This is an optimization exercise on Yosys and OpenROAD, whose aim is small area, a short achievable clock period and few clock cycles per item, not a production implementation.
At most, simulation tests tie the RTL to the original design; equivalence was not proved.

==> v1: inputs <==
==> flow/design.v (excerpt) <==
module square_root_unit
#(
    parameter int FRAC_BITS = 16
) (
    input  logic                                  aclk,
    input  logic                                  aresetn,
    input  logic                                  s_valid,
    output logic                                  s_ready,
    input  logic signed [sru_pkg::RADICAND_W-1:0] s_radicand,
    output logic                                  m_valid,
    input  logic                                  m_ready,
    output logic        [sru_pkg::ROOT_W-1:0]     m_root,
    output logic                                  m_invalid
);
    logic en;   
    logic neg;
    logic [31:0] x0;   
    assign neg = s_radicand[31];
    assign x0  = {neg, s_radicand[30] | neg, s_radicand[29:0]};
    logic [2:0] rs_s0_j0;
    logic [3:0] d_s0_j0;
    logic fit_s0_j0;
    assign rs_s0_j0 = {1'b0, x0[31:30]};
    assign d_s0_j0 = {1'b0, rs_s0_j0} + {4{1'b1}};
    assign fit_s0_j0 = ~d_s0_j0[3];
    logic [1:0] r_s0_j0;
    assign r_s0_j0 = fit_s0_j0 ? d_s0_j0[1:0] : rs_s0_j0[1:0];
    logic [0:0] q_s0_j0;
    assign q_s0_j0 = ~fit_s0_j0;
    logic [29:0] x_s0_j0;
    assign x_s0_j0 = x0[29:0];
    logic [3:0] rs_s0_j1;
    logic [4:0] d_s0_j1;
    logic fit_s0_j1;
    assign rs_s0_j1 = {r_s0_j0, x_s0_j0[29:28]};
    assign d_s0_j1 = {1'b0, rs_s0_j1} + {{2{1'b1}}, q_s0_j0, 2'b11};
    assign fit_s0_j1 = ~d_s0_j1[4];
    logic [2:0] r_s0_j1;
    assign r_s0_j1 = fit_s0_j1 ? d_s0_j1[2:0] : rs_s0_j1[2:0];
    logic [1:0] q_s0_j1;
    assign q_s0_j1 = {q_s0_j0, ~fit_s0_j1};
    logic [27:0] x_s0_j1;
    assign x_s0_j1 = x_s0_j0[27:0];
    logic [4:0] rs_s0_j2;
    logic [5:0] d_s0_j2;
    logic fit_s0_j2;
    assign rs_s0_j2 = {r_s0_j1, x_s0_j1[27:26]};
    assign d_s0_j2 = {1'b0, rs_s0_j2} + {{2{1'b1}}, q_s0_j1, 2'b11};
  ...
clock: 4.5 ns
lec_check: 0
abc_area: 1
cap_margin: 20
core_margin: 2
core_utilization: 50
cts_buf_list: sky130_fd_sc_hd__clkbuf_8
cts_cluster_diameter: 50
cts_cluster_size: 16
slew_margin: 20
run.sh (not shown) runs the stock make flow with config.mk's settings and CLKGATE_MAP_FILE= SYNTH_SCRIPT=/design/flow/synth_recipe.tcl, a recipe that flattens the netlist after the stock synthesis.
==> inputs of v14, as changes to v1 <==
==> flow/flow/run.sh (new file) <==
#!/bin/bash
set -euo pipefail
bash standard.sh ADDER_MAP_FILE= finish > flow_make.log 2>&1
==> flow/standard.sh (new file) <==
#!/bin/bash
# synth_recipe.tcl (not shown) runs the flow's synth.tcl, then flattens the netlist and writes it again
# the make line also repeats each setting of config.mk as NAME=value (left out here)
make -C /OpenROAD-flow-scripts/flow DESIGN_CONFIG=/design/flow/config.mk WORK_HOME=/design/flow/orfs CLKGATE_MAP_FILE= SYNTH_SCRIPT=/design/flow/synth_recipe.tcl "${@:-finish}"
Settings changed: CTS_BUF_LIST sky130_fd_sc_hd__clkbuf_8 to sky130_fd_sc_hd__clkbuf_16, CTS_CLUSTER_DIAMETER 50 to 80, CTS_CLUSTER_SIZE 16 to 32, SETUP_SLACK_MARGIN set to 1.2.
removed: flow/run.sh
==> comparison <==
Synthesized cell count: v1 is smaller than v14 (about 30%). Of v1 and v14, v14 has the higher via count (gap about 28%, measured against v14). Of v14 and v1, v1 has the higher count of clock-buffer cells in the layout (gap 23). In v14 the non-clock buffer count is higher than in v1, by 321.
==> figures <==
Total GRT Usage: v14 26.50%; v1 24.04%
Seq/total area: v14 28.98%; v1 37.06%
Number of antenna diodes: v14 0; v1 1
Status: v14 no timing/DRC/antenna violations; v1 no timing/DRC/antenna violations
Post-synthesis average cell area: v14 6.588 um2; v1 8.505 um2
Layout Utilization: v14 64.55%; v1 56.45%
Number of violations reported at the end of detailed-routing iteration 0: v14 2,227; v1 1,417
Die outline area: v14 63,800 um2; v1 57,270 um2
Clock transition at the registers of the reported paths: v14 0.10 ns; v1 0.08 ns
Netlist cell types: v14 53; v1 57
Proportion of layout cells with a drive suffix above 1: v14 24.04%; v1 8.268%
Max-slew headroom: v14 23.39%; v1 38.13%
Global Route met2 Usage: v14 46.88%; v1 39.64%
Testbench counts of v1, summed over its fixed seeds: cycles 32,088, items 32,000.
Testbench counts of v14, summed over its fixed seeds: cycles 32,088, items 32,000.

---

==> wip/garnet <==
Starting RTL as in the previous note.
clock: 4.5 ns
lec_check: 0
abc_area: 1
cap_margin: 20
core_margin: 2
core_utilization: 60
cts_buf_list: sky130_fd_sc_hd__clkbuf_16
cts_cluster_diameter: 80
cts_cluster_size: 32
setup_slack_margin: 0.8
slew_margin: 20
standard.sh (not shown) runs the stock make flow with config.mk's settings and CLKGATE_MAP_FILE= SYNTH_SCRIPT=/design/flow/synth_recipe.tcl, a recipe that flattens the netlist after the stock synthesis.
==> flow/flow/run.sh <==
#!/bin/bash
set -euo pipefail
bash standard.sh ADDER_MAP_FILE= finish > flow_make.log 2>&1
==> wip/pepper (differences from wip/garnet) <==
Settings changed: CORE_UTILIZATION 60 to 50, SETUP_SLACK_MARGIN 0.8 to 1.0.
==> run notes <==
Run status:
- The run finished with no timing, DRC or antenna violations.

Clock tree:
- After clock tree synthesis, the clock-pin slew on the worst setup and hold paths is 0.11 ns.
- The insertion delay to the later sink of the worst-skew pair is 0.64 ns.

Final layout:
- The non-clock buffer contribution to total cell area is 6.78%.
- The synthesis-to-finish area growth is 16.7%.
- The clock buffers instantiated in the layout total 29.

Routing:
- The routed metal-1 wirelength is 38.7 mm.
Source of the figures above: wip/pepper

==> run notes <==
Clock tree:
- Clock-pin slew was measured on the worst setup and hold paths at 0.10 ns.

Run status:
- The run finished with no timing, DRC or antenna violations.

Final layout:
- The non-clock buffer contribution to total cell area is 3.93%.
- The synthesis-to-finish area growth is 10.7%.
- Counting the clock-network buffers in the layout gives 27.
Source of the figures above: wip/garnet

Testbench counts of wip/garnet, summed over its fixed seeds: cycles 32,088, items 32,000.
Testbench counts of wip/pepper, summed over its fixed seeds: cycles 32,088, items 32,000.

---

==> job 1822: inputs <==
square_root_unit again, from the RTL that the note above started with.
## square_root_unit
module square_root_unit
#(
    parameter int FRAC_BITS = 16
) (
    input  logic                                  aclk,
    input  logic                                  aresetn,
    input  logic                                  s_valid,
    output logic                                  s_ready,
    input  logic signed [sru_pkg::RADICAND_W-1:0] s_radicand,
    output logic                                  m_valid,
    input  logic                                  m_ready,
    output logic        [sru_pkg::ROOT_W-1:0]     m_root,
    output logic                                  m_invalid
);
clock: 4.5 ns
lec_check: 0
abc_area: 1
cap_margin: 20
core_margin: 2
core_utilization: 50
cts_buf_list: sky130_fd_sc_hd__clkbuf_16
cts_cluster_diameter: 80
cts_cluster_size: 32
setup_slack_margin: 0.8
slew_margin: 20
Scripts as last shown in full above: flow/flow/run.sh
==> job 720: changes against job 1822 <==
==> flow/design.v (replaced) <==
package sru_pkg;
    localparam int RADICAND_W = 32;
    localparam int ROOT_W     = 24;
    typedef struct packed {
        logic valid;
        logic invalid;
    } sru_ctl_t;
endpackage
module square_root_unit
#(
    parameter int FRAC_BITS = 16
) (
    input  logic                                  aclk,
    input  logic                                  aresetn,
    input  logic                                  s_valid,
    output logic                                  s_ready,
    input  logic signed [sru_pkg::RADICAND_W-1:0] s_radicand,
    output logic                                  m_valid,
    input  logic                                  m_ready,
    output logic        [sru_pkg::ROOT_W-1:0]     m_root,
    output logic                                  m_invalid
);
    logic en;   
    logic neg;
    logic [31:0] x0;   
    assign neg = s_radicand[31];
    assign x0  = {neg, s_radicand[30] | neg, s_radicand[29:0]};
    logic [2:0] rs_s0_j0;
    logic [3:0] d_s0_j0;
    logic fit_s0_j0;
    assign rs_s0_j0 = {1'b0, x0[31:30]};
    assign d_s0_j0 = {1'b0, rs_s0_j0} - 4'd1;
    assign fit_s0_j0 = ~d_s0_j0[3];
    logic [1:0] r_s0_j0;
    assign r_s0_j0 = fit_s0_j0 ? d_s0_j0[1:0] : rs_s0_j0[1:0];
    logic [0:0] q_s0_j0;
    assign q_s0_j0 = fit_s0_j0;
    logic [29:0] x_s0_j0;
    assign x_s0_j0 = x0[29:0];
    logic [3:0] rs_s0_j1;
    logic [4:0] d_s0_j1;
    logic fit_s0_j1;
    assign rs_s0_j1 = {r_s0_j0, x_s0_j0[29:28]};
    assign d_s0_j1 = {1'b0, rs_s0_j1} - {2'b0, q_s0_j0, 2'b01};
    assign fit_s0_j1 = ~d_s0_j1[4];
    logic [2:0] r_s0_j1;
    assign r_s0_j1 = fit_s0_j1 ? d_s0_j1[2:0] : rs_s0_j1[2:0];
    logic [1:0] q_s0_j1;
    assign q_s0_j1 = {q_s0_j0, fit_s0_j1};
    logic [27:0] x_s0_j1;
    assign x_s0_j1 = x_s0_j0[27:0];
    logic [4:0] rs_s0_j2;
    logic [5:0] d_s0_j2;
    logic fit_s0_j2;
    assign rs_s0_j2 = {r_s0_j1, x_s0_j1[27:26]};
    assign d_s0_j2 = {1'b0, rs_s0_j2} - {2'b0, q_s0_j1, 2'b01};
    assign fit_s0_j2 = ~d_s0_j2[5];
    logic [3:0] r_s0_j2;
    assign r_s0_j2 = fit_s0_j2 ? d_s0_j2[3:0] : rs_s0_j2[3:0];
    logic [2:0] q_s0_j2;
    assign q_s0_j2 = {q_s0_j1, fit_s0_j2};
    logic [25:0] x_s0_j2;
    assign x_s0_j2 = x_s0_j1[25:0];
    logic [3:0] R0;
    logic [2:0] Q0;
    logic [25:0] X0;
    logic v0;
    always_ff @(posedge aclk) begin
        if (!aresetn) v0 <= 1'b0;
        else if (en) v0 <= s_valid;
    end
    always_ff @(posedge aclk) begin
        if (en) begin
            R0 <= r_s0_j2;
            Q0 <= q_s0_j2;
            X0 <= x_s0_j2;
        end
    end
    logic [5:0] rs_s1_j3;
    logic [6:0] d_s1_j3;
    logic fit_s1_j3;
    assign rs_s1_j3 = {R0, X0[25:24]};
    assign d_s1_j3 = {1'b0, rs_s1_j3} - {2'b0, Q0, 2'b01};
    assign fit_s1_j3 = ~d_s1_j3[6];
    logic [4:0] r_s1_j3;
    assign r_s1_j3 = fit_s1_j3 ? d_s1_j3[4:0] : rs_s1_j3[4:0];
    logic [3:0] q_s1_j3;
    assign q_s1_j3 = {Q0, fit_s1_j3};
    logic [23:0] x_s1_j3;
    assign x_s1_j3 = X0[23:0];
    logic [6:0] rs_s1_j4;
    logic [7:0] d_s1_j4;
    logic fit_s1_j4;
    assign rs_s1_j4 = {r_s1_j3, x_s1_j3[23:22]};
    assign d_s1_j4 = {1'b0, rs_s1_j4} - {2'b0, q_s1_j3, 2'b01};
    assign fit_s1_j4 = ~d_s1_j4[7];
    logic [5:0] r_s1_j4;
    assign r_s1_j4 = fit_s1_j4 ? d_s1_j4[5:0] : rs_s1_j4[5:0];
    logic [4:0] q_s1_j4;
    assign q_s1_j4 = {q_s1_j3, fit_s1_j4};
    logic [21:0] x_s1_j4;
    assign x_s1_j4 = x_s1_j3[21:0];
    logic [7:0] rs_s1_j5;
    logic [8:0] d_s1_j5;
    logic fit_s1_j5;
    assign rs_s1_j5 = {r_s1_j4, x_s1_j4[21:20]};
    assign d_s1_j5 = {1'b0, rs_s1_j5} - {2'b0, q_s1_j4, 2'b01};
    assign fit_s1_j5 = ~d_s1_j5[8];
    logic [6:0] r_s1_j5;
    assign r_s1_j5 = fit_s1_j5 ? d_s1_j5[6:0] : rs_s1_j5[6:0];
    logic [5:0] q_s1_j5;
    assign q_s1_j5 = {q_s1_j4, fit_s1_j5};
    logic [19:0] x_s1_j5;
    assign x_s1_j5 = x_s1_j4[19:0];
    logic [6:0] R1;
    logic [5:0] Q1;
    logic [19:0] X1;
    logic v1;
    always_ff @(posedge aclk) begin
        if (!aresetn) v1 <= 1'b0;
        else if (en) v1 <= v0;
    end
    always_ff @(posedge aclk) begin
        if (en) begin
            R1 <= r_s1_j5;
            Q1 <= q_s1_j5;
            X1 <= x_s1_j5;
        end
    end
    logic [8:0] rs_s2_j6;
    logic [9:0] d_s2_j6;
    logic fit_s2_j6;
    assign rs_s2_j6 = {R1, X1[19:18]};
    assign d_s2_j6 = {1'b0, rs_s2_j6} - {2'b0, Q1, 2'b01};
    assign fit_s2_j6 = ~d_s2_j6[9];
    logic [7:0] r_s2_j6;
    assign r_s2_j6 = fit_s2_j6 ? d_s2_j6[7:0] : rs_s2_j6[7:0];
    logic [6:0] q_s2_j6;
    assign q_s2_j6 = {Q1, fit_s2_j6};
    logic [17:0] x_s2_j6;
    assign x_s2_j6 = X1[17:0];
    logic [9:0] rs_s2_j7;
    logic [10:0] d_s2_j7;
    logic fit_s2_j7;
    assign rs_s2_j7 = {r_s2_j6, x_s2_j6[17:16]};
    assign d_s2_j7 = {1'b0, rs_s2_j7} - {2'b0, q_s2_j6, 2'b01};
    assign fit_s2_j7 = ~d_s2_j7[10];
    logic [8:0] r_s2_j7;
    assign r_s2_j7 = fit_s2_j7 ? d_s2_j7[8:0] : rs_s2_j7[8:0];
    logic [7:0] q_s2_j7;
    assign q_s2_j7 = {q_s2_j6, fit_s2_j7};
    logic [15:0] x_s2_j7;
    assign x_s2_j7 = x_s2_j6[15:0];
    logic [8:0] R2;
    logic [7:0] Q2;
    logic [15:0] X2;
    logic v2;
    always_ff @(posedge aclk) begin
        if (!aresetn) v2 <= 1'b0;
        else if (en) v2 <= v1;
    end
    always_ff @(posedge aclk) begin
        if (en) begin
            R2 <= r_s2_j7;
            Q2 <= q_s2_j7;
            X2 <= x_s2_j7;
        end
    end
    logic [10:0] rs_s3_j8;
    logic [11:0] d_s3_j8;
    logic fit_s3_j8;
    assign rs_s3_j8 = {R2, X2[15:14]};
    assign d_s3_j8 = {1'b0, rs_s3_j8} - {2'b0, Q2, 2'b01};
    assign fit_s3_j8 = ~d_s3_j8[11];
    logic [9:0] r_s3_j8;
    assign r_s3_j8 = fit_s3_j8 ? d_s3_j8[9:0] : rs_s3_j8[9:0];
    logic [8:0] q_s3_j8;
    assign q_s3_j8 = {Q2, fit_s3_j8};
    logic [13:0] x_s3_j8;
    assign x_s3_j8 = X2[13:0];
    logic [11:0] rs_s3_j9;
    logic [12:0] d_s3_j9;
    logic fit_s3_j9;
    assign rs_s3_j9 = {r_s3_j8, x_s3_j8[13:12]};
    assign d_s3_j9 = {1'b0, rs_s3_j9} - {2'b0, q_s3_j8, 2'b01};
    assign fit_s3_j9 = ~d_s3_j9[12];
    logic [10:0] r_s3_j9;
    assign r_s3_j9 = fit_s3_j9 ? d_s3_j9[10:0] : rs_s3_j9[10:0];
    logic [9:0] q_s3_j9;
    assign q_s3_j9 = {q_s3_j8, fit_s3_j9};
    logic [11:0] x_s3_j9;
    assign x_s3_j9 = x_s3_j8[11:0];
    logic [10:0] R3;
    logic [9:0] Q3;
    logic [11:0] X3;
    logic v3;
    always_ff @(posedge aclk) begin
        if (!aresetn) v3 <= 1'b0;
        else if (en) v3 <= v2;
    end
    always_ff @(posedge aclk) begin
        if (en) begin
            R3 <= r_s3_j9;
            Q3 <= q_s3_j9;
            X3 <= x_s3_j9;
        end
    end
    logic [12:0] rs_s4_j10;
    logic [13:0] d_s4_j10;
    logic fit_s4_j10;
    assign rs_s4_j10 = {R3, X3[11:10]};
    assign d_s4_j10 = {1'b0, rs_s4_j10} - {2'b0, Q3, 2'b01};
    assign fit_s4_j10 = ~d_s4_j10[13];
    logic [11:0] r_s4_j10;
    assign r_s4_j10 = fit_s4_j10 ? d_s4_j10[11:0] : rs_s4_j10[11:0];
    logic [10:0] q_s4_j10;
    assign q_s4_j10 = {Q3, fit_s4_j10};
    logic [9:0] x_s4_j10;
    assign x_s4_j10 = X3[9:0];
    logic [13:0] rs_s4_j11;
    logic [14:0] d_s4_j11;
    logic fit_s4_j11;
    assign rs_s4_j11 = {r_s4_j10, x_s4_j10[9:8]};
    assign d_s4_j11 = {1'b0, rs_s4_j11} - {2'b0, q_s4_j10, 2'b01};
    assign fit_s4_j11 = ~d_s4_j11[14];
    logic [12:0] r_s4_j11;
    assign r_s4_j11 = fit_s4_j11 ? d_s4_j11[12:0] : rs_s4_j11[12:0];
    logic [11:0] q_s4_j11;
    assign q_s4_j11 = {q_s4_j10, fit_s4_j11};
    logic [7:0] x_s4_j11;
    assign x_s4_j11 = x_s4_j10[7:0];
    logic [12:0] R4;
    logic [11:0] Q4;
    logic [7:0] X4;
    logic v4;
    always_ff @(posedge aclk) begin
        if (!aresetn) v4 <= 1'b0;
        else if (en) v4 <= v3;
    end
    always_ff @(posedge aclk) begin
        if (en) begin
            R4 <= r_s4_j11;
            Q4 <= q_s4_j11;
            X4 <= x_s4_j11;
        end
    end
    logic [14:0] rs_s5_j12;
    logic [15:0] d_s5_j12;
    logic fit_s5_j12;
    assign rs_s5_j12 = {R4, X4[7:6]};
    assign d_s5_j12 = {1'b0, rs_s5_j12} - {2'b0, Q4, 2'b01};
    assign fit_s5_j12 = ~d_s5_j12[15];
    logic [13:0] r_s5_j12;
    assign r_s5_j12 = fit_s5_j12 ? d_s5_j12[13:0] : rs_s5_j12[13:0];
    logic [12:0] q_s5_j12;
    assign q_s5_j12 = {Q4, fit_s5_j12};
    logic [5:0] x_s5_j12;
    assign x_s5_j12 = X4[5:0];
    logic [15:0] rs_s5_j13;
    logic [16:0] d_s5_j13;
    logic fit_s5_j13;
    assign rs_s5_j13 = {r_s5_j12, x_s5_j12[5:4]};
    assign d_s5_j13 = {1'b0, rs_s5_j13} - {2'b0, q_s5_j12, 2'b01};
    assign fit_s5_j13 = ~d_s5_j13[16];
    logic [14:0] r_s5_j13;
    assign r_s5_j13 = fit_s5_j13 ? d_s5_j13[14:0] : rs_s5_j13[14:0];
    logic [13:0] q_s5_j13;
    assign q_s5_j13 = {q_s5_j12, fit_s5_j13};
    logic [3:0] x_s5_j13;
    assign x_s5_j13 = x_s5_j12[3:0];
    logic [14:0] R5;
    logic [13:0] Q5;
    logic [3:0] X5;
    logic v5;
    always_ff @(posedge aclk) begin
        if (!aresetn) v5 <= 1'b0;
        else if (en) v5 <= v4;
    end
    always_ff @(posedge aclk) begin
        if (en) begin
            R5 <= r_s5_j13;
            Q5 <= q_s5_j13;
            X5 <= x_s5_j13;
        end
    end
    logic [16:0] rs_s6_j14;
    logic [17:0] d_s6_j14;
    logic fit_s6_j14;
    assign rs_s6_j14 = {R5, X5[3:2]};
    assign d_s6_j14 = {1'b0, rs_s6_j14} - {2'b0, Q5, 2'b01};
    assign fit_s6_j14 = ~d_s6_j14[17];
    logic [15:0] r_s6_j14;
    assign r_s6_j14 = fit_s6_j14 ? d_s6_j14[15:0] : rs_s6_j14[15:0];
    logic [14:0] q_s6_j14;
    assign q_s6_j14 = {Q5, fit_s6_j14};
    logic [1:0] x_s6_j14;
    assign x_s6_j14 = X5[1:0];
    logic [17:0] rs_s6_j15;
    logic [18:0] d_s6_j15;
    logic fit_s6_j15;
    assign rs_s6_j15 = {r_s6_j14, x_s6_j14[1:0]};
    assign d_s6_j15 = {1'b0, rs_s6_j15} - {2'b0, q_s6_j14, 2'b01};
    assign fit_s6_j15 = ~d_s6_j15[18];
    logic [16:0] r_s6_j15;
    assign r_s6_j15 = fit_s6_j15 ? d_s6_j15[16:0] : rs_s6_j15[16:0];
    logic [15:0] q_s6_j15;
    assign q_s6_j15 = {q_s6_j14, fit_s6_j15};
    logic [16:0] R6;
    logic [15:0] Q6;
    logic v6;
    always_ff @(posedge aclk) begin
        if (!aresetn) v6 <= 1'b0;
        else if (en) v6 <= v5;
    end
    always_ff @(posedge aclk) begin
        if (en) begin
            R6 <= r_s6_j15;
            Q6 <= q_s6_j15;
        end
    end
    logic [18:0] rs_s7_j16;
    logic [19:0] d_s7_j16;
    logic fit_s7_j16;
    assign rs_s7_j16 = {R6, 2'b00};
    assign d_s7_j16 = {1'b0, rs_s7_j16} - {2'b0, Q6, 2'b01};
    assign fit_s7_j16 = ~d_s7_j16[19];
    logic [17:0] r_s7_j16;
    assign r_s7_j16 = fit_s7_j16 ? d_s7_j16[17:0] : rs_s7_j16[17:0];
    logic [16:0] q_s7_j16;
    assign q_s7_j16 = {Q6, fit_s7_j16};
    logic [19:0] rs_s7_j17;
    logic [20:0] d_s7_j17;
    logic fit_s7_j17;
    assign rs_s7_j17 = {r_s7_j16, 2'b00};
    assign d_s7_j17 = {1'b0, rs_s7_j17} - {2'b0, q_s7_j16, 2'b01};
    assign fit_s7_j17 = ~d_s7_j17[20];
    logic [18:0] r_s7_j17;
    assign r_s7_j17 = fit_s7_j17 ? d_s7_j17[18:0] : rs_s7_j17[18:0];
    logic [17:0] q_s7_j17;
    assign q_s7_j17 = {q_s7_j16, fit_s7_j17};
    logic [18:0] R7;
    logic [17:0] Q7;
    logic v7;
    always_ff @(posedge aclk) begin
        if (!aresetn) v7 <= 1'b0;
        else if (en) v7 <= v6;
    end
    always_ff @(posedge aclk) begin
        if (en) begin
            R7 <= r_s7_j17;
            Q7 <= q_s7_j17;
        end
    end
    logic [20:0] rs_s8_j18;
    logic [21:0] d_s8_j18;
    logic fit_s8_j18;
    assign rs_s8_j18 = {R7, 2'b00};
    assign d_s8_j18 = {1'b0, rs_s8_j18} - {2'b0, Q7, 2'b01};
    assign fit_s8_j18 = ~d_s8_j18[21];
    logic [19:0] r_s8_j18;
    assign r_s8_j18 = fit_s8_j18 ? d_s8_j18[19:0] : rs_s8_j18[19:0];
    logic [18:0] q_s8_j18;
    assign q_s8_j18 = {Q7, fit_s8_j18};
    logic [21:0] rs_s8_j19;
    logic [22:0] d_s8_j19;
    logic fit_s8_j19;
    assign rs_s8_j19 = {r_s8_j18, 2'b00};
    assign d_s8_j19 = {1'b0, rs_s8_j19} - {2'b0, q_s8_j18, 2'b01};
    assign fit_s8_j19 = ~d_s8_j19[22];
    logic [20:0] r_s8_j19;
    assign r_s8_j19 = fit_s8_j19 ? d_s8_j19[20:0] : rs_s8_j19[20:0];
    logic [19:0] q_s8_j19;
    assign q_s8_j19 = {q_s8_j18, fit_s8_j19};
    logic [20:0] R8;
    logic [19:0] Q8;
    logic v8;
    always_ff @(posedge aclk) begin
        if (!aresetn) v8 <= 1'b0;
        else if (en) v8 <= v7;
    end
    always_ff @(posedge aclk) begin
        if (en) begin
            R8 <= r_s8_j19;
            Q8 <= q_s8_j19;
        end
    end
    logic [22:0] rs_s9_j20;
    logic [23:0] d_s9_j20;
    logic fit_s9_j20;
    assign rs_s9_j20 = {R8, 2'b00};
    assign d_s9_j20 = {1'b0, rs_s9_j20} - {2'b0, Q8, 2'b01};
    assign fit_s9_j20 = ~d_s9_j20[23];
    logic [21:0] r_s9_j20;
    assign r_s9_j20 = fit_s9_j20 ? d_s9_j20[21:0] : rs_s9_j20[21:0];
    logic [20:0] q_s9_j20;
    assign q_s9_j20 = {Q8, fit_s9_j20};
    logic [23:0] rs_s9_j21;
    logic [24:0] d_s9_j21;
    logic fit_s9_j21;
    assign rs_s9_j21 = {r_s9_j20, 2'b00};
    assign d_s9_j21 = {1'b0, rs_s9_j21} - {2'b0, q_s9_j20, 2'b01};
    assign fit_s9_j21 = ~d_s9_j21[24];
    logic [22:0] r_s9_j21;
    assign r_s9_j21 = fit_s9_j21 ? d_s9_j21[22:0] : rs_s9_j21[22:0];
    logic [21:0] q_s9_j21;
    assign q_s9_j21 = {q_s9_j20, fit_s9_j21};
    logic [22:0] R9;
    logic [21:0] Q9;
    logic v9;
    always_ff @(posedge aclk) begin
        if (!aresetn) v9 <= 1'b0;
        else if (en) v9 <= v8;
    end
    always_ff @(posedge aclk) begin
        if (en) begin
            R9 <= r_s9_j21;
            Q9 <= q_s9_j21;
        end
    end
    logic [24:0] rs_s10_j22;
    logic [25:0] d_s10_j22;
    logic fit_s10_j22;
    assign rs_s10_j22 = {R9, 2'b00};
    assign d_s10_j22 = {1'b0, rs_s10_j22} - {2'b0, Q9, 2'b01};
    assign fit_s10_j22 = ~d_s10_j22[25];
    logic [23:0] r_s10_j22;
    assign r_s10_j22 = fit_s10_j22 ? d_s10_j22[23:0] : rs_s10_j22[23:0];
    logic [22:0] q_s10_j22;
    assign q_s10_j22 = {Q9, fit_s10_j22};
    logic [25:0] rs_s10_j23;
    logic [26:0] d_s10_j23;
    logic fit_s10_j23;
    assign rs_s10_j23 = {r_s10_j22, 2'b00};
    assign d_s10_j23 = {1'b0, rs_s10_j23} - {2'b0, q_s10_j22, 2'b01};
    assign fit_s10_j23 = ~d_s10_j23[26];
    logic [23:0] q_s10_j23;
    assign q_s10_j23 = {q_s10_j22, fit_s10_j23};
    logic hv;
    logic [23:0] hq;
    assign en = ~hv | m_ready;
    always_ff @(posedge aclk) begin
        if (!aresetn) hv <= 1'b0;
        else if (en) hv <= v9;
    end
    always_ff @(posedge aclk) begin
        if (en) begin
            hq <= q_s10_j23;
        end
    end
    assign s_ready   = en;
    assign m_valid   = hv;
    assign m_invalid = hq[23] & hq[22];
    assign m_root    = hq & {24{~m_invalid}};
endmodule
==> flow/run.sh (new file) <==
#!/bin/bash
# synth_recipe.tcl (not shown) runs the flow's synth.tcl, then flattens the netlist and writes it again
# the make line also repeats each setting of config.mk as NAME=value (left out here)
make -C /OpenROAD-flow-scripts/flow DESIGN_CONFIG=/design/flow/config.mk WORK_HOME=/design/flow/orfs CLKGATE_MAP_FILE= SYNTH_SCRIPT=/design/flow/synth_recipe.tcl finish
SETUP_SLACK_MARGIN = default   (was 0.8)
removed: flow/flow/run.sh
removed: flow/standard.sh
==> summary of the runs <==
In job 1822 the cell count is larger than in job 720, by 31%.
Of job 1822 and job 720, job 1822 has the higher global-route usage (gap 0.23 points).
In job 1822 the setup slack is higher than in job 720, by 0.84 ns.
Between job 1822 and job 720, the lower fmax is in job 720 (gap about 24%, measured against job 720).
Of job 1822 and job 720, job 1822 has the higher clock-buffer cell count (gap 10).
==> figures <==
quantity	job 1822	job 720
Outcome	finished clean	finished clean
Sum of buffers and inverters on the critical path	3	5
Wire length of the first global-routing pass	133000 microns	117000 microns
Data arrival time of the critical path	2.60 ns	4.73 ns
Crit path depth	4	22
Global-route track usage on met1	0.338	0.322
Setup crit end kind	primary output	flip-flop
Antenna violations before repair	1	0
Final layout net count	4867	3850
Synthesized-area fraction occupied by xor and xnor cells	0.0394	0.0546
Critical Path Most Common Cell	clkdlybuf4s50_1	a21oi_1
Die Outline Area	63800 sq um	58300 sq um
Testbench counts of job 1822, summed over its fixed seeds: cycles 32,088, items 32,000.
The RTL of job 720 was laid out without a check of its function.

[static timing again, ports no longer ideal]
How much do the figures lean on ideal ports? The routed layouts below were timed once more, with nothing changed but the port constraints. Step 1: set_driving_cell puts a clkbuf_16 on aclk and a buf_2 on each other input, an assumption about the parent block. Step 2 times the ports against the registers' clock, not the clock port: input delays grow and output delays shrink by t, the midpoint of the rising clock arrivals with the driver on. Slacks: ideal ports / drivers / drivers and shift; pairs: ideal ports / drivers.
run	t, ns	setup slack, ns	worst setup path after step 2	worst data-port slew with drivers (ns)
v1	0.723	0.270 / 0.270 / 0.270	register to register	0.04
v14	0.681	1.169 / 1.169 / 1.169	register to register	0.04
wip/garnet	0.663	0.958 / 0.958 / 0.958	register to register	0.05
wip/pepper	0.680	1.105 / 1.105 / 1.105	register to register	0.05
job 1822	0.639	0.995 / 0.971 / 0.971	input to output	0.05
job 720	0.678	0.155 / 0.155 / 0.155	register to register	0.04
After both steps setup and hold are still met in every run listed. The setup slack of job 1822, which loses most, moves by -0.024 ns with the drivers and by -0.024 ns with both steps.
